What follows belongs to an exercise in optimizing a design on an open flow for small area; a production flow would make more cautious choices. Function was checked by simulation only, so behaviour that the tests miss may differ from the original. Power is estimated from default activity; no workload was simulated.

**flow/config.mk**
```make
export PLATFORM = sky130hd
export DESIGN_NAME = snn_input_mem
export DESIGN_NICKNAME = snn_input_mem
export VERILOG_FILES = /design/flow/design.v
export SDC_FILE = /design/flow/constraint.sdc
export NUM_CORES = 4
export LEC_CHECK = 0
export CAP_MARGIN = 20
export CORE_MARGIN = 2
export CORE_UTILIZATION = 55
export SLEW_MARGIN = 20
```
**flow/constraint.sdc**
```tcl
create_clock -name core_clock -period 12.0 [get_ports {clk}]
set_input_delay 2.4000 -clock core_clock [delete_from_list [all_inputs] [get_ports {clk}]]
set_output_delay 2.4000 -clock core_clock [all_outputs]
set_load 0.01 [all_outputs]
```
**flow/design.v**
```verilog
module snn_input_mem #(
  parameter int WIDTH_PKT  = 32,
  parameter int WIDTH_DATA = 13,
  parameter int WIDTH_FW   = 7,
  parameter int DEPTH_F    = 5,
  parameter int DEPTH_I    = 25
) (
  input  logic                  clk,
  input  logic                  rst_n,
  input  logic                  filt_wr_valid,
  output logic                  filt_wr_ready,
  input  logic [4:0]            filt_wr_addr,
  input  logic [WIDTH_FW-1:0]   filt_wr_data,
  input  logic                  ifm_wr_valid,
  output logic                  ifm_wr_ready,
  input  logic [9:0]            ifm_wr_addr,
  input  logic                  ifm_wr_data,
  output logic                  filt_pkt_valid,
  input  logic                  filt_pkt_ready,
  output logic [WIDTH_PKT-1:0]  filt_pkt_data,
  output logic                  ifm_pkt_valid,
  input  logic                  ifm_pkt_ready,
  output logic [WIDTH_PKT-1:0]  ifm_pkt_data,
  output logic                  filt_state,
  output logic                  ifm_state
);
  localparam int NF = DEPTH_F * DEPTH_F;    
  localparam int NI = DEPTH_I * DEPTH_I;    
  localparam int NB = (NI + 31) / 32;       
  localparam logic [4:0] WC_LAST = 5'b10100;
  localparam logic [9:0] PC_LAST = 10'b0100111101;
  logic alive;
  always_ff @(posedge clk or negedge rst_n) begin
    if (!rst_n) alive <= 1'b0;
    else        alive <= 1'b1;
  end
  logic                filt_st;             
  logic [4:0]          wcnt;                
  logic [2:0]          frow, fcol;          
  logic [NF*WIDTH_FW-1:0] fmem;             
  logic                filt_we, filt_last_wr, filt_pkt_fire, filt_last_pkt;
  assign filt_we       = filt_wr_valid && !filt_st && alive && (filt_wr_addr < 5'(NF));
  assign filt_last_wr  = (wcnt == WC_LAST);
  assign filt_pkt_fire = filt_st && filt_pkt_ready;
  assign filt_last_pkt = (frow == 3'(DEPTH_F - 1)) && (fcol == 3'(DEPTH_F - 1));
  always_ff @(posedge clk or negedge rst_n) begin
    if (!rst_n) begin
      filt_st   <= 1'b0;
      wcnt      <= '0;
      frow      <= '0;
      fcol      <= '0;
    end else begin
      if (filt_we) begin
        wcnt <= filt_last_wr ? 5'd0 : {wcnt[3:0], ~(wcnt[4] ^ wcnt[2])};
        if (filt_last_wr) filt_st <= 1'b1;
      end
      if (filt_pkt_fire) begin
        if (fcol == 3'(DEPTH_F - 1)) begin
          fcol <= '0;
          frow <= filt_last_pkt ? 3'd0 : frow + 3'd1;
        end else begin
          fcol <= fcol + 3'd1;
        end
        if (filt_last_pkt) filt_st <= 1'b0;
      end
    end
  end
  logic [NF-1:0]       esel_n;
  logic [WIDTH_FW-1:0] fd1_n, fd0_n;
  always_comb begin
    for (int e = 0; e < NF; e++) esel_n[e] = alive && (filt_wr_addr != 5'(e));
    for (int b = 0; b < WIDTH_FW; b++) begin
      fd1_n[b] = !(filt_we &&  filt_wr_data[b]);
      fd0_n[b] = !(!alive || (filt_we && !filt_wr_data[b]));
    end
  end
  logic [NF*WIDTH_FW-1:0] fmem_d;
  always_comb begin
    for (int e = 0; e < NF; e++)
      for (int b = 0; b < WIDTH_FW; b++)
        fmem_d[e*WIDTH_FW+b] = !((esel_n[e] || fd1_n[b]) &&
                                 !((esel_n[e] || fd0_n[b]) && fmem[e*WIDTH_FW+b]));
  end
  always_ff @(posedge clk) fmem <= fmem_d;
  logic [NF-1:0]       fsel;
  logic [WIDTH_FW-1:0] filt_w;
  always_comb begin
    for (int r = 0; r < DEPTH_F; r++)
      for (int c = 0; c < DEPTH_F; c++)
        fsel[r*DEPTH_F+c] = filt_st && frow == 3'(r) && fcol == 3'(c);
    for (int b = 0; b < WIDTH_FW; b++) begin
      logic [NF-1:0] col;
      for (int e = 0; e < NF; e++) col[e] = fmem[e*WIDTH_FW+b];
      filt_w[b] = |(fsel & col);
    end
  end
  assign filt_wr_ready  = !filt_st && alive;
  assign filt_pkt_valid = filt_st;
  assign filt_pkt_data  = {2'b00, frow, fcol, {(WIDTH_PKT - 8 - WIDTH_FW){1'b0}}, filt_w};
  assign filt_state     = filt_st;
  logic          ifm_st;
  logic [9:0]    pcnt;                      
  logic [4:0]    irow;
  logic [NI-1:0] imem;
  logic          ifm_we, ifm_last_wr, ifm_pkt_fire, ifm_last_pkt;
  assign ifm_we       = ifm_wr_valid && !ifm_st && alive && (ifm_wr_addr < 10'(NI));
  assign ifm_last_wr  = (pcnt == PC_LAST);
  assign ifm_pkt_fire = ifm_st && ifm_pkt_ready;
  assign ifm_last_pkt = (irow == 5'(DEPTH_I - 1));
  always_ff @(posedge clk or negedge rst_n) begin
    if (!rst_n) begin
      ifm_st   <= 1'b0;
      pcnt     <= '0;
      irow     <= '0;
    end else begin
      if (ifm_we) begin
        pcnt <= ifm_last_wr ? 10'd0 : {pcnt[8:0], ~(pcnt[9] ^ pcnt[6])};
        if (ifm_last_wr) ifm_st <= 1'b1;
      end
      if (ifm_pkt_fire) begin
        irow <= ifm_last_pkt ? 5'd0 : irow + 5'd1;
        if (ifm_last_pkt) ifm_st <= 1'b0;
      end
    end
  end
  logic [NB-1:0] blk1_n, blk0_n;
  logic [31:0]   bsel_n;
  always_comb begin
    for (int k = 0; k < NB; k++) begin
      blk1_n[k] = !(ifm_we && ifm_wr_addr[9:5] == 5'(k) &&  ifm_wr_data);
      blk0_n[k] = !(!alive || (ifm_we && ifm_wr_addr[9:5] == 5'(k) && !ifm_wr_data));
    end
    for (int j = 0; j < 32; j++) bsel_n[j] = alive && (ifm_wr_addr[4:0] != 5'(j));
  end
  logic [NI-1:0] imem_d;
  always_comb begin
    for (int a = 0; a < NI; a++)
      imem_d[a] = !((bsel_n[a%32] || blk1_n[a/32]) &&
                    !((bsel_n[a%32] || blk0_n[a/32]) && imem[a]));
  end
  always_ff @(posedge clk) imem <= imem_d;
  logic [DEPTH_I-1:0] rsel;
  logic [DEPTH_I-1:0] ifm_bits;
  always_comb begin
    for (int r = 0; r < DEPTH_I; r++) rsel[r] = ifm_st && irow == 5'(r);
    for (int c = 0; c < DEPTH_I; c++) begin
      logic [DEPTH_I-1:0] col;
      for (int r = 0; r < DEPTH_I; r++) col[r] = imem[r*DEPTH_I+c];
      ifm_bits[c] = |(rsel & col);
    end
  end
  assign ifm_wr_ready  = !ifm_st && alive;
  assign ifm_pkt_valid = ifm_st;
  assign ifm_pkt_data  = {1'b0, ifm_st, irow, ifm_bits};
  assign ifm_state     = ifm_st;
endmodule
```
**flow/flow/run.sh**
```bash
#!/bin/bash
# Own flow: the standard layout, except that synthesis maps the logic with
# an area-oriented ABC script (flow/area.abc) instead of ORFS's speed script.
# Registers, their names and cell types are those of the standard synthesis:
# only the abc call's -script argument is replaced. Ports are buffered with
# the smallest buffer (buf_1) rather than the one buffer_ports picks. The
# clock tree uses clkbuf_4/clkbuf_8 in clusters of at most 16 sinks, without
# dummy loads.
set -euo pipefail
W=$PWD
cat > "$W/own_synth.tcl" <<EOF
proc abc {args} {
  set i [lsearch -exact \$args -script]
  if {\$i >= 0} { lset args [expr {\$i + 1}] {$W/flow/area.abc} }
  set j [lsearch -exact \$args -D]
  if {\$j >= 0} { set args [lreplace \$args \$j [expr {\$j + 1}]] }
  yosys abc {*}\$args
}
source {$W/synth_recipe.tcl}
EOF
make -C "$FLOW_HOME" DESIGN_CONFIG="$W/config.mk" WORK_HOME="$W/orfs" CLKGATE_MAP_FILE= \
  SYNTH_SCRIPT="$W/own_synth.tcl" \
  BUFFER_PORTS_ARGS="-buffer_cell sky130_fd_sc_hd__buf_1" \
  CTS_ARGS="-sink_clustering_enable -repair_clock_nets -dont_use_dummy_load -buf_list {sky130_fd_sc_hd__clkbuf_4 sky130_fd_sc_hd__clkbuf_8} -sink_clustering_size 16 -sink_clustering_max_diameter 50" \
  finish > "$W/make_finish.log" 2>&1
R=$W/orfs/results/$FLOW_PLATFORM/snn_input_mem/base
: # left out here: write the final layout as DEF
```
**flow/flow/area.abc**
```
&get -n
 &st
 &dch -f
 &nf -R 1000
 &put
```
**flow/standard.sh**
```bash
#!/bin/bash
# synth_recipe.tcl (not shown) runs the flow's synth.tcl, then flattens the netlist and writes it again
# the make line also repeats each setting of config.mk as NAME=value (left out here)
make -C /OpenROAD-flow-scripts/flow DESIGN_CONFIG=/design/flow/config.mk WORK_HOME=/design/flow/orfs CLKGATE_MAP_FILE= SYNTH_SCRIPT=/design/flow/synth_recipe.tcl "${@:-finish}"
```
==> results of run 1 <==
-- worst max-delay path, stage by stage, from the launching register on --
cell	delay [ps]
dfrtp_1	810
nand2_1	530
nor2_4	940
a222oi_1	220
nand4_1	430
nor2_1	200
nand4_1	240
buf_1	190
-- cell usage in the layout, fill, tap and decap left out, drive strengths merged, types with 2 or more instances in the layout --
master  netlist  final
o21ai      1603   1603
dfxtp       800    800
buf          23    176
nor2        161    161
a222oi      141    141
nand2       112    112
a22oi       111    111
nand4       101    101
clkbuf        0     77
a21oi        58     58
dfrtp        29     29
a22o         26     26
a221oi       24     24
conb          2     21
nor3         20     20
nand3        18     18
ha           15     15
clkinv       15     14
or2          14     14
a41oi        14     14
nand2b       10     10
nor2b         9      9
a31oi         8      8
diode         0      6
mux2          4      4
and3          3      3
nand4b        2      2
and2          2      2
xor2          2      2
-- metrics by stage --
step / instances / util (%) / power [mW] / hold WS, ps / instance area [sq um]
detailed placement: 4253 / 60.1 / 3.53 / 468 / 33100
global route: 4339 / 62.3 / 5.12 / 503 / 34300
floorplan: 3358 / - / 3.29 / 445 / 30700
CTS: 4328 / 61.9 / 4.93 / 480 / 34100
global placement: 4249 / 59.9 / 3.50 / 458 / 33000
finish: 4342 / 62.3 / 4.95 / 481 / 34300
-- worst paths after layout --
path	slack, ps	depth (start not counted)	to	start
min in group asynchronous	1810	1	frow[0]	rst_n
max	5330	7	ifm_pkt_data[21]	ifm_st
min	480	2	imem[470]	imem[470]
min reg2reg	480	2	imem[470]	imem[470]
max reg2reg	8260	8	imem[387]	alive
max in group asynchronous	9510	1	pcnt[6]	rst_n
-- report_power, final --
| group | internal, mW | switching, mW | total (mW) |
|---|---|---|---|
| Sequential | 2.89 | 0.0871 | 2.97 |
| Combinational | 0.133 | 0.384 | 0.517 |
| Clock | 0.559 | 0.900 | 1.46 |
| Total | 3.58 | 1.37 | 4.95 |
-- sequential cells by signal, indices dropped and copies added (netlist names), 3 cells and up --
register,flops
fcol,3
fmem,175
frow,3
imem,625
irow,5
pcnt,10
wcnt,5
-- layer usage --
metal / GRT usage (%) / routed length, microns / vias up
met4: 22.1 / 6860 / 18
met1: 54.2 / 46200 / 14400
li1: - / - / 13400
met5: 0 / 116 / -
met2: 61.9 / 52000 / 1958
met3: 11.1 / 15600 / 384
-- cell type report --
cell class	count	area [sq um]
diodes	6	15.0
clock buffers	75	1030
fillers	4765	20800
inverters	15	58.8
multi-input cells	2491	14300
flip-flops and latches	829	16700
well taps	748	936
repair buffers	178	1250
-- logic make-up after synthesis --
family | share of synthesized area, %
mux | 0.147
compound gates | 36.7
buf+inv | 0.748
other cells | 0.0245
flops | 54.7
simple gates | 6.97
fa+ha+maj | 0.613
xor+xnor | 0.0859
==> results.py, run 1 <==
metrics = {
    "clock_tree": {
        "htreeDepth": 3,
        "cts_setup_buffers": 0,
        "path_clk_slew_ps": 90,
        "cts_buffer_depth": 3,
        "post_cts_resized": 0,
        "cts_tree": "yes",
        "root_buffer": "clkbuf_8",
        "cts_hold_buf": 0,
        "cts_buffers": 75,
        "cts_sinks": 829,
        "insertion_delay_ps": 700,
    },
    "place": {
        "place.gp.congestion": 0.937,
        "hpwl_microns": 72100,
        "numPortBuffers": 78,
        "dp_slack_ps": 6210,
    },
    "logic_synthesis": {
        "synth_top_area_cell": "dfxtp_1",
        "ys_seq_area_share_pct": 54.7,
        "synth.distinct_cells": 39,
        "synth_area_per_cell_sq_um": 9.16,
        "yosys_warnings": 1,
        "syn_inst": 3339,
        "synth.most_common_cell": "o21ai_0",
        "async_flop_share_pct": 3.50,
        "synth_area_sq_um": 30600,
        "synth_edf_count": 0,
        "synth-seq-cells": 829,
        "yosys-top-cells-count": "1603 x o21ai_0, 800 x dfxtp_1, 161 x nor2_1",
        "synth-main-ff-cell": "dfxtp_1",
        "synth_top_area_share_pct": 52.4,
        "synth_area_leaders": "dfxtp_1 52%, o21ai_0 26%, a222oi_1 4.6%, a22oi_1 2.7%, dfrtp_1 2.4%",
    },
    "cells_and_area": {
        "areaGrowthSynthToFinish_pct": 12.2,
        "num-nets-final": 3634,
        "final_layout_size_suffix_gt1_share_pct": 7.05,
    },
    "detailed_routing": {
        "ant_nets": 0,
        "firstDrtPassIters": 9,
        "route.detailed.drc": 0,
        "vias_per_cell": 6.95,
        "drt-initial-drc-count": 4763,
        "drt_wl_total_microns": 121000,
        "wire_per_inst_microns": 27.8,
        "num_vias": 30200,
    },
    "pwr": {
        "pwr_density_cell_nw_per_um2": 144,
        "p_leak_nw": 11.5,
        "vdd_drop_max_mv": 0.120,
    },
    "die": {
        "dieArea_sq_um": 57500,
        "die_h_microns": 240,
        "start_util_pct": 55.5,
        "rows": 86,
        "core_area_sq_um": 55100,
        "die_x_microns": 240,
        "io_pins": 99,
    },
    "hold_path": {
        "hp-class": "reg2reg",
    },
    "setup_path": {
        "required_ps": 9600,
        "crit_arrival_ps": 4270,
        "path_class": "reg2out",
        "cp_max_fo": 25,
        "endpoint_kind": "output pin",
        "critical_path.startpoint_type": "flop",
    },
    "global_routing": {
        "antenna_found_initial": 13,
        "grt_pass1_vias": 27500,
        "grt_max_degree": 55,
        "track_usage_pct": 41.2,
        "grt_first_pass_wirelength_microns": 177000,
        "grt.overflow.total": 0,
    },
    "timing": {
        "fin_crit_ps": 6670,
        "drv_slew": 0,
        "fin_setup_tns_ps": 0,
        "fmax_ghz": 0.150,
        "final-hold-violation-count": 0,
        "worst_pin_slew_ps": 1170,
        "setup_violations": 0,
        "rsz0062_at_grt": "no",
        "period_share_pct": 55.6,
        "fin_skew_ps": 80.1,
        "slew_headroom_pct": 21.9,
        "finalWorstSetupSlack_ps": 5330,
    },
    "outcome": {
        "outcome": "no timing/DRC/antenna violations",
    },
    "job": {
        "maxCapViolations": 0,
    },
}
==> run 2, diff against run 1 <==
==> flow/flow/area.abc (replaced) <==
strash
dch -f
amap
&get -n
&st
&dch -f
&nf -R 1000
&put
==> run 2 against run 1 <==
Still clean. Maximum frequency grew 0.60%. Sequential share of layout area rose by 0.57 points. Flip-flop and latch count stayed put. Critical path depth grew 3. Die area grew 0.35%. Sequential power shrank 2%. Clock power up 4%. Register-to-register slack got worse by 370 ps. Total power shrank 2.6%. Final cell count down 1.1%. Synthesized cell count fell by 1.2%. First-iteration DRC count is 9.2% higher. Critical path type unchanged. Highest routed layer unchanged.
==> results.py, run 2 <==
metrics = {
    "outcome": {
        "outcome": "no timing/DRC/antenna violations",
    },
    "logic_synthesis": {
        "synth_top_area_cell": "dfxtp_1",
        "synth_top_area_share_pct": 52.2,
        "syn_inst": 3299,
        "synth-main-ff-cell": "dfxtp_1",
        "yosys-top-cells-count": "1605 x o21ai_0, 800 x dfxtp_1, 151 x a222oi_1",
        "synth.distinct_cells": 41,
        "synth_area_per_cell_sq_um": 9.31,
        "synth.most_common_cell": "o21ai_0",
        "ys_seq_area_share_pct": 54.5,
        "async_flop_share_pct": 3.50,
        "synth-seq-cells": 829,
        "synth_area_leaders": "dfxtp_1 52%, o21ai_0 26%, a222oi_1 4.9%, dfrtp_1 2.4%, a22oi_1 2.0%",
        "yosys_warnings": 1,
        "synth_edf_count": 0,
        "synth_area_sq_um": 30700,
    },
    "clock_tree": {
        "cts_setup_buffers": 0,
        "cts_buffer_depth": 3,
        "insertion_delay_ps": 740,
        "post_cts_resized": 0,
        "cts_tree": "yes",
        "root_buffer": "clkbuf_8",
        "cts_hold_buf": 0,
        "cts_buffers": 80,
        "path_clk_slew_ps": 70,
        "htreeDepth": 3,
        "cts_sinks": 829,
    },
    "place": {
        "place_inst": 4211,
        "hpwl_microns": 75500,
        "numPortBuffers": 78,
        "dp_slack_ps": 6170,
        "place.gp.congestion": 0.943,
    },
    "cells_and_area": {
        "final_layout_size_suffix_gt1_share_pct": 6.55,
        "areaGrowthSynthToFinish_pct": 10.5,
        "top_register": "imem",
        "nFillCells": 4869,
        "layout_commonest_cell": "o21ai_0",
        "top_regs": "imem: 625 flops, fmem: 175 flops, pcnt: 10 flops",
        "layout_common_cells": "1605 x o21ai_0, 800 x dfxtp_1, 151 x a222oi_1",
        "final_cells": 4293,
        "largest_register_ffs": 625,
        "num-nets-final": 3589,
    },
    "die": {
        "start_util_pct": 55.7,
        "io_pins": 99,
        "die_x_microns": 240,
        "core_area_sq_um": 55100,
        "rows": 86,
        "die_h_microns": 240,
        "dieArea_sq_um": 57700,
    },
    "setup_path": {
        "required_ps": 9600,
        "cp_max_fo": 25,
        "endpoint_kind": "output pin",
        "path_class": "reg2out",
        "critical_path.startpoint_type": "flop",
        "crit_arrival_ps": 4230,
    },
    "pwr": {
        "p_leak_nw": 11.5,
        "finalPower_mw": 4.82,
        "pwr_density_cell_nw_per_um2": 142,
        "vdd_drop_max_mv": 0.124,
    },
    "timing": {
        "final-hold-violation-count": 0,
        "worst_pin_slew_ps": 1280,
        "setup_violations": 0,
        "fin_setup_tns_ps": 0,
        "finalWorstSetupSlack_ps": 5370,
        "period_share_pct": 55.2,
        "fmax_ghz": 0.151,
        "fin_skew_ps": 40.5,
        "slew_headroom_pct": 14.5,
        "fin_crit_ps": 6630,
        "drv_slew": 0,
        "rsz0062_at_grt": "no",
    },
    "detailed_routing": {
        "ant_nets": 0,
        "route.detailed.drc": 0,
        "drt-initial-drc-count": 5201,
        "wire_per_inst_microns": 30.6,
        "vias_per_cell": 7.26,
        "num_vias": 31200,
        "drt_wl_total_microns": 131000,
        "firstDrtPassIters": 7,
    },
    "global_routing": {
        "grt_first_pass_wirelength_microns": 189000,
        "grt_max_degree": 84,
        "grt_pass1_vias": 28600,
        "track_usage_pct": 44.6,
        "grt.overflow.total": 0,
        "antenna_found_initial": 7,
    },
    "job": {
        "maxCapViolations": 0,
    },
    "hold_path": {
        "hp-class": "reg2reg",
    },
}
-- run 2: kinds of logic after synthesis --
logic type,count (synthesis),share of synthesized area [%]
adder cells (fa/ha/maj),15,0.611
AO/OA/AOI/OAI,2027,38.1
multiplexers,1,0.0326
buffers and inverters,39,0.758
other,2,0.0245
AND/OR/NAND/NOR,385,5.90
flip-flops,829,54.5
XOR/XNOR,1,0.0285
-- run 2: path summary, 6_finish.rpt --
kind	cells after the start	slack (ps)	startpoint	end
setup / recovery	10	5370	ifm_st	ifm_pkt_data[15]
setup reg to reg	9	7890	alive	imem[397]
min in group asynchronous	2	1700	rst_n	pcnt[5]
max in group asynchronous	2	9980	rst_n	irow[0]
hold / removal	2	480	imem[292]	imem[292]
hold reg to reg	2	480	imem[292]	imem[292]
-- run 2: critical path: stages, from the launching register on --
cell and delay (ps):
dfrtp_1 600, nor2b_1 290, nand2_1 250, nor2_2 50, buf_4 280, a22o_1 300, a21oi_1 430, nand4_1 500
nor2_1 540, nand2_1 100, buf_1 150
-- run 2: stage by stage --
step           util [%]  hold WS [ps]  instance area [sq um]
2_1_floorplan         -           448                  30800
3_3_place_gp       59.5           458                  32800
3_5_place_dp       59.6           469                  32800
4_1_cts            61.6           480                  33900
5_1_grt            61.6           497                  33900
6_report           61.6           481                  33900
-- run 2: routing by layer --
metal | up-vias | share of wire (%) | track usage [%] | wire [microns]
li1 | 13300 | - | - | -
met1 | 14900 | 37 | 58.8 | 48800
met2 | 2382 | 41 | 64.6 | 53700
met3 | 581 | 14 | 12.4 | 18900
met4 | 6 | 7.5 | 28.2 | 9920
met5 | - | 0.032 | 0 | 42
-- run 2: area by class of cell --
class / count / area (sq um) / area share (%)
Clock buffer: 80 / 1100 / 3.24
Multi-Input combinational cell: 2450 / 14100 / 41.6
Tap cell: 748 / 936 / 2.76
Inverter: 16 / 60.1 / 0.177
Timing Repair Buffer: 168 / 985 / 2.90
Sequential cell: 829 / 16700 / 49.3
Antenna cell: 2 / 5.00 / 0.0147
-- run 2: power by group --
part / switching [mW] / internal [mW]
clock: 0.927 / 0.595
sequential: 0.0586 / 2.84
combinational: 0.314 / 0.0837
total: 1.30 / 3.52
==> run 3, diff against run 2 <==
--- a/flow/config.mk
+++ b/flow/config.mk
@@ -7,5 +7,5 @@
 export LEC_CHECK = 0
 export CAP_MARGIN = 20
 export CORE_MARGIN = 2
-export CORE_UTILIZATION = 55
+export CORE_UTILIZATION = 70
 export SLEW_MARGIN = 20
==> run 3 against run 2 <==
Die area down 21%. Total power down 4.0%. Critical endpoint is now ifm_pkt_data[7]. Clock-buffer cell count down 19.
==> results.py, run 3 <==
metrics = {
    "outcome": {
        "outcome": "no timing/DRC/antenna violations",
    },
    "logic_synthesis": {
        "synth-main-ff-cell": "dfxtp_1",
        "synth_top_area_cell": "dfxtp_1",
        "synth.distinct_cells": 41,
        "synth_top_area_share_pct": 52.2,
        "synth_edf_count": 0,
        "syn_inst": 3299,
        "yosys_warnings": 1,
        "yosys-top-cells-count": "1605 x o21ai_0, 800 x dfxtp_1, 151 x a222oi_1",
        "synth_xor_area_share_pct": 0.0285,
        "synth_compound_area_share_pct": 38.1,
        "synth_area_per_cell_sq_um": 9.31,
        "synth_area_sq_um": 30700,
        "synthMuxAreaShare_pct": 0.0326,
        "synth-seq-cells": 829,
        "synth-simple-area-share_pct": 5.90,
        "synth_top_family_by_area": "compound AO/OA/AOI/OAI gates",
        "async_flop_share_pct": 3.50,
        "ys_seq_area_share_pct": 54.5,
        "synthAdderAreaFrac_pct": 0.611,
        "synth.most_common_cell": "o21ai_0",
        "synth_area_leaders": "dfxtp_1 52%, o21ai_0 26%, a222oi_1 4.9%, dfrtp_1 2.4%, a22oi_1 2.0%",
    },
    "cells_and_area": {
        "top_regs": "imem: 625 flops, fmem: 175 flops, pcnt: 10 flops",
        "layout_common_cells": "1605 x o21ai_0, 800 x dfxtp_1, 151 x a222oi_1",
        "final_area_sq_um": 33500,
        "largest_register_ffs": 625,
        "top_register": "imem",
        "final_cells": 4116,
        "fin_util_pct": 77.6,
        "final_layout_size_suffix_gt1_share_pct": 6.02,
        "areaGrowthSynthToFinish_pct": 9.06,
        "num-nets-final": 3570,
        "layout_commonest_cell": "o21ai_0",
    },
    "setup_path": {
        "critical_path.startpoint_type": "flop",
        "path_class": "reg2out",
        "crit_arrival_ps": 4400,
        "cp_max_fo": 18,
        "slowest_delay_ps": 560,
        "critical_path.cell_chain": "ha_1 -> clkinv_1 -> nor2_1 -> ha_1 -> and2_0 -> buf_4 -> a222oi_1 -> nand3_1 -> a221oi_1 -> nand4_1 -> a221oi_1 -> nand3_1 -> buf_1",
        "endpoint_kind": "output pin",
        "crit_slowest_cell": "a221oi_1",
        "required_ps": 9600,
    },
    "hold_path": {
        "hp-class": "reg2reg",
    },
    "global_routing": {
        "grt_max_degree": 84,
        "grt_pass1_vias": 30100,
        "grt_first_pass_wirelength_microns": 183000,
        "antenna_found_initial": 8,
        "track_usage_pct": 54.1,
        "grt.overflow.total": 0,
    },
    "timing": {
        "drv_slew": 0,
        "fmax_ghz": 0.147,
        "fin_skew_ps": 78.7,
        "fin_setup_tns_ps": 0,
        "rsz0062_at_grt": "no",
        "fin_crit_ps": 6800,
        "period_share_pct": 56.7,
        "setup_violations": 0,
        "worst_pin_slew_ps": 1290,
        "finalWorstSetupSlack_ps": 5200,
        "slew_headroom_pct": 14.3,
        "final-hold-violation-count": 0,
    },
    "clock_tree": {
        "post_cts_resized": 0,
        "path_clk_slew_ps": 100,
        "cts_buffer_depth": 3,
        "htreeDepth": 2,
        "cts_tree": "yes",
        "cts_hold_buf": 0,
        "cts_sinks": 829,
        "insertion_delay_ps": 770,
        "cts_setup_buffers": 0,
        "root_buffer": "clkbuf_8",
        "cts_buffers": 61,
    },
    "detailed_routing": {
        "firstDrtPassIters": 13,
        "drt-initial-drc-count": 6668,
        "num_vias": 32300,
        "route.detailed.drc": 0,
        "wire_per_inst_microns": 30.5,
        "vias_per_cell": 7.84,
        "drt_wl_total_microns": 126000,
        "ant_nets": 0,
    },
    "die": {
        "die_h_microns": 213,
        "rows": 76,
        "start_util_pct": 71.1,
        "die_x_microns": 213,
        "dieArea_sq_um": 45600,
        "io_pins": 99,
        "core_area_sq_um": 43200,
    },
    "place": {
        "numPortBuffers": 78,
        "place.gp.congestion": 0.987,
        "dp_slack_ps": 6090,
        "hpwl_microns": 71800,
        "place_area_sq_um": 32600,
        "place_inst": 4046,
    },
    "pwr": {
        "pwr_density_cell_nw_per_um2": 138,
        "p_leak_nw": 11.4,
        "vdd_drop_max_mv": 0.107,
    },
    "job": {
        "maxCapViolations": 0,
    },
}
## run 3: cell counts after synthesis
Identical to the previous run, type by type.
## run 3: cell type report
cell class              count  area [sq um]
diodes                      7          17.5
clock buffers              61           840
fillers                  3080          9690
inverters                  16          60.1
multi-input cells        2450         14100
flip-flops and latches    829         16700
well taps                 585           732
repair buffers            168          1010
## run 3: final timing paths
kind,from,endpoint,slack (ps),depth (start not counted)
max,irow[1],ifm_pkt_data[7],5200,13
min,imem[116],imem[116],490,2
max reg2reg,alive,imem[369],7510,8
min reg2reg,imem[116],imem[116],490,2
max in group asynchronous,rst_n,alive,10000,2
min in group asynchronous,rst_n,frow[1],1670,2
## run 3: critical path, delay by kind of cell, from the launching register on
| kind | cells | cell delay [ps] |
|---|---|---|
| flops | 1 | 460 |
| compound gates | 3 | 1170 |
| simple gates | 5 | 940 |
| fa+ha+maj | 2 | 450 |
| buf+inv | 3 | 640 |
## run 3: per-stage QoR
stage / hold WS, ps / power (mW)
final: 486 / 4.63
after global routing: 501 / 4.72
after CTS: 483 / 4.57
after detailed placement: 469 / 3.33
after global placement: 458 / 3.31
after floorplan: 448 / 3.14
## run 3: layer usage
metal	part of all wire [%]	global-route usage (%)	vias up
li1	-	-	13300
met1	33	66.0	14900
met2	39	75.2	3111
met3	18	25.1	958
met4	9.4	38.2	12
met5	0.18	3.13	-
## run 3: cells by family after synthesis
family / Yosys count
buf+inv: 39
fa+ha+maj: 15
compound gates: 2027
xor+xnor: 1
flops: 829
other cells: 2
simple gates: 385
mux: 1
## run 3: power breakdown
part	leakage [nW]	switching, mW	internal (mW)
sequential	6.84	0.0604	2.84
clock	0.439	0.873	0.452
combinational	4.12	0.315	0.0845
==> run 4, diff against run 3 <==
--- a/flow/config.mk
+++ b/flow/config.mk
@@ -7,5 +7,5 @@
 export LEC_CHECK = 0
 export CAP_MARGIN = 20
 export CORE_MARGIN = 2
-export CORE_UTILIZATION = 70
+export CORE_UTILIZATION = 62
 export SLEW_MARGIN = 20
==> run 4 against run 3 <==
Hold slack worse by 4.2 ps. Critical path type unchanged. Final cell count up 2.0%. Global-route usage down 4.5 points. Via count down 1.5%.
==> results.py, run 4 <==
metrics = {
    "outcome": {
        "outcome": "no timing/DRC/antenna violations",
    },
    "cells_and_area": {
        "regArea_sq_um": 16700,
        "top_regs": "imem: 625 flops, fmem: 175 flops, pcnt: 10 flops",
        "layout_commonest_cell": "o21ai_0",
        "top_register": "imem",
        "final_cells": 4199,
        "fin_util_pct": 68.8,
        "layout_common_cells": "1605 x o21ai_0, 800 x dfxtp_1, 151 x a222oi_1",
        "multi_input_area_sq_um": 14100,
        "areaGrowthSynthToFinish_pct": 9.75,
        "num-nets-final": 3574,
        "largest_register_ffs": 625,
        "final_area_sq_um": 33700,
        "nFillCells": 3956,
        "final_layout_size_suffix_gt1_share_pct": 6.07,
    },
    "logic_synthesis": {
        "ys_seq_area_share_pct": 54.5,
        "synth_xor_area_share_pct": 0.0285,
        "synth_compound_area_share_pct": 38.1,
        "synth_top_area_share_pct": 52.2,
        "synth_top_area_cell": "dfxtp_1",
        "synth-seq-cells": 829,
        "synth-main-ff-cell": "dfxtp_1",
        "synth.distinct_cells": 41,
        "synth-simple-area-share_pct": 5.90,
        "async_flop_share_pct": 3.50,
        "yosys_warnings": 1,
        "synth_area_per_cell_sq_um": 9.31,
        "synth_area_sq_um": 30700,
        "synth.most_common_cell": "o21ai_0",
        "synth_edf_count": 0,
        "syn_inst": 3299,
        "synthMuxAreaShare_pct": 0.0326,
        "yosys-top-cells-count": "1605 x o21ai_0, 800 x dfxtp_1, 151 x a222oi_1",
        "synth_area_leaders": "dfxtp_1 52%, o21ai_0 26%, a222oi_1 4.9%, dfrtp_1 2.4%, a22oi_1 2.0%",
        "synth_top_family_by_area": "compound AO/OA/AOI/OAI gates",
        "synthAdderAreaFrac_pct": 0.611,
    },
    "clock_tree": {
        "htreeDepth": 3,
        "cts_sinks": 829,
        "cts_setup_buffers": 0,
        "cts_buffers": 68,
        "root_buffer": "clkbuf_8",
        "insertion_delay_ps": 700,
        "cts_hold_buf": 0,
        "cts_buffer_depth": 3,
        "path_clk_slew_ps": 90,
        "cts_tree": "yes",
        "post_cts_resized": 0,
    },
    "global_routing": {
        "antenna_found_initial": 7,
        "grt_pass1_vias": 29700,
        "grt_max_degree": 84,
        "track_usage_pct": 49.6,
        "grt_first_pass_wirelength_microns": 188000,
        "grt.overflow.total": 0,
    },
    "timing": {
        "fin_crit_ps": 6700,
        "fmax_ghz": 0.149,
        "drv_slew": 0,
        "fin_skew_ps": 94.4,
        "setup_violations": 0,
        "slew_headroom_pct": 16.8,
        "rsz0062_at_grt": "no",
        "final-hold-violation-count": 0,
        "worst_pin_slew_ps": 1250,
        "fin_setup_tns_ps": 0,
        "period_share_pct": 55.8,
    },
    "detailed_routing": {
        "wl_met3_microns": 21100,
        "wirelength_met1_microns": 45900,
        "route.detailed.drc": 0,
        "drt_wl_total_microns": 129000,
        "num_vias": 31800,
        "vias_per_cell": 7.57,
        "ant_nets": 0,
        "wl_met2_microns": 51500,
        "firstDrtPassIters": 11,
        "top_layer": "met5",
        "drt-initial-drc-count": 6245,
        "wire_per_inst_microns": 30.7,
    },
    "pwr": {
        "pwr-share-comb_pct": 8.7,
        "p_int_mw": 3.44,
        "swShare_pct": 26.9,
        "pwr_density_cell_nw_per_um2": 140,
        "p_leak_nw": 11.4,
        "p_switching_mw": 1.27,
        "seqPwrFrac_pct": 61.7,
        "vdd_drop_max_mv": 0.116,
        "pwr-share-clk_pct": 29.7,
    },
    "die": {
        "die_h_microns": 227,
        "io_pins": 99,
        "dieArea_sq_um": 51300,
        "core_area_sq_um": 49000,
        "start_util_pct": 62.7,
        "die_x_microns": 227,
        "rows": 81,
    },
    "place": {
        "hpwl_microns": 73500,
        "place_inst": 4122,
        "place_area_sq_um": 32700,
        "place.gp.congestion": 0.965,
        "numPortBuffers": 78,
    },
    "setup_path": {
        "critical_path.startpoint_type": "flop",
        "cp_max_fo": 25,
        "path_class": "reg2out",
        "required_ps": 9600,
        "crit_arrival_ps": 4300,
        "endpoint_kind": "output pin",
    },
    "job": {
        "maxCapViolations": 0,
    },
    "hold_path": {
        "hp-class": "reg2reg",
    },
}
run 4: cell counts after synthesis:
Identical to the previous run, type by type.
run 4: power groups by stage:
stage | Clock [mW] | Sequential, mW | Combinational (mW)
floorplan | 0 | 2.95 | 0.192
global placement | 0 | 2.96 | 0.366
detailed placement | 0 | 2.96 | 0.377
CTS | 1.38 | 2.90 | 0.378
global route | 1.49 | 2.91 | 0.423
finish | 1.40 | 2.90 | 0.408
run 4: area by class of cell:
type / instances / share of cell area (%)
diodes: 7 / 0.0520
repair buffers: 165 / 2.99
clock buffers: 68 / 2.78
inverters: 16 / 0.178
multi-input cells: 2450 / 41.8
well taps: 664 / 2.47
flip-flops and latches: 829 / 49.7
run 4: critical path, stage by stage, from the launching register on:
cell and delay, ps:
dfrtp_1 490, or2_0 820, nor2_2 80, buf_4 310, a222oi_1 390, nand3_1 150
a221oi_1 290, nand4_1 190, a221oi_1 530, nand3_1 190, buf_1 170
run 4: per-stage QoR:
step	worst slack [ps]	power (mW)	hold WS, ps
finish	5300	4.70	482
global route	5240	4.82	500
CTS	5480	4.66	483
detailed placement	6230	3.34	469
global placement	6250	3.32	457
floorplan	6750	3.14	448
run 4: path summary, 6_finish.rpt:
kind / startpoint / endpoint / slack (ps) / cells past startpoint
setup / recovery: irow[2] / ifm_pkt_data[7] / 5300 / 10
hold / removal: fmem[80] / fmem[80] / 480 / 2
setup reg to reg: alive / imem[409] / 7870 / 9
hold reg to reg: fmem[80] / fmem[80] / 480 / 2
max in group asynchronous: rst_n / frow[1] / 9910 / 2
min in group asynchronous: rst_n / wcnt[2] / 1720 / 2
run 4: kinds of logic after synthesis:
group	count (synthesis)
AO/OA/AOI/OAI	2027
other	2
XOR/XNOR	1
AND/OR/NAND/NOR	385
flip-flops	829
multiplexers	1
adder cells (fa/ha/maj)	15
buffers and inverters	39
run 4: layer usage:
metal	vias up	global-route usage [%]
met1	14900	63.3
met4	8	31.7
met2	2800	70.1
met3	737	18.9
li1	13300	-
met5	-	0

-- what the ideal ports hide --
In the flow no input, the clock included, has a driving cell. The finished layouts below were timed again as built, in two steps.
Step 1 (the two cells are an assumption about what drives the block):
set clk [get_ports {clk}]
set_driving_cell -lib_cell sky130_fd_sc_hd__clkbuf_16 $clk
set_driving_cell -lib_cell sky130_fd_sc_hd__buf_2 [delete_from_list [all_inputs] $clk]
Step 2 times the ports against the registers' clock, not the clock port: input delays grow and output delays shrink by t, the midpoint of the rising clock arrivals with the driver on.
Three values: no drivers, after step 1, after step 2; two values: the first two.
| run | t, ns | setup slack, ns | worst register clock-pin slew, ns | cell pins on the clock port's net |
|---|---|---|---|---|
| run 1 | 0.736 | 5.333 / 5.269 / 6.006 | 0.11 / 0.11 | 1 |
| run 2 | 0.768 | 5.373 / 5.310 / 6.077 | 0.11 / 0.11 | 1 |
| run 3 | 0.776 | 5.200 / 5.142 / 5.918 | 0.10 / 0.10 | 1 |
| run 4 | 0.720 | 5.302 / 5.241 / 5.961 | 0.11 / 0.11 | 1 |
After both steps setup and hold are still met in every run listed.
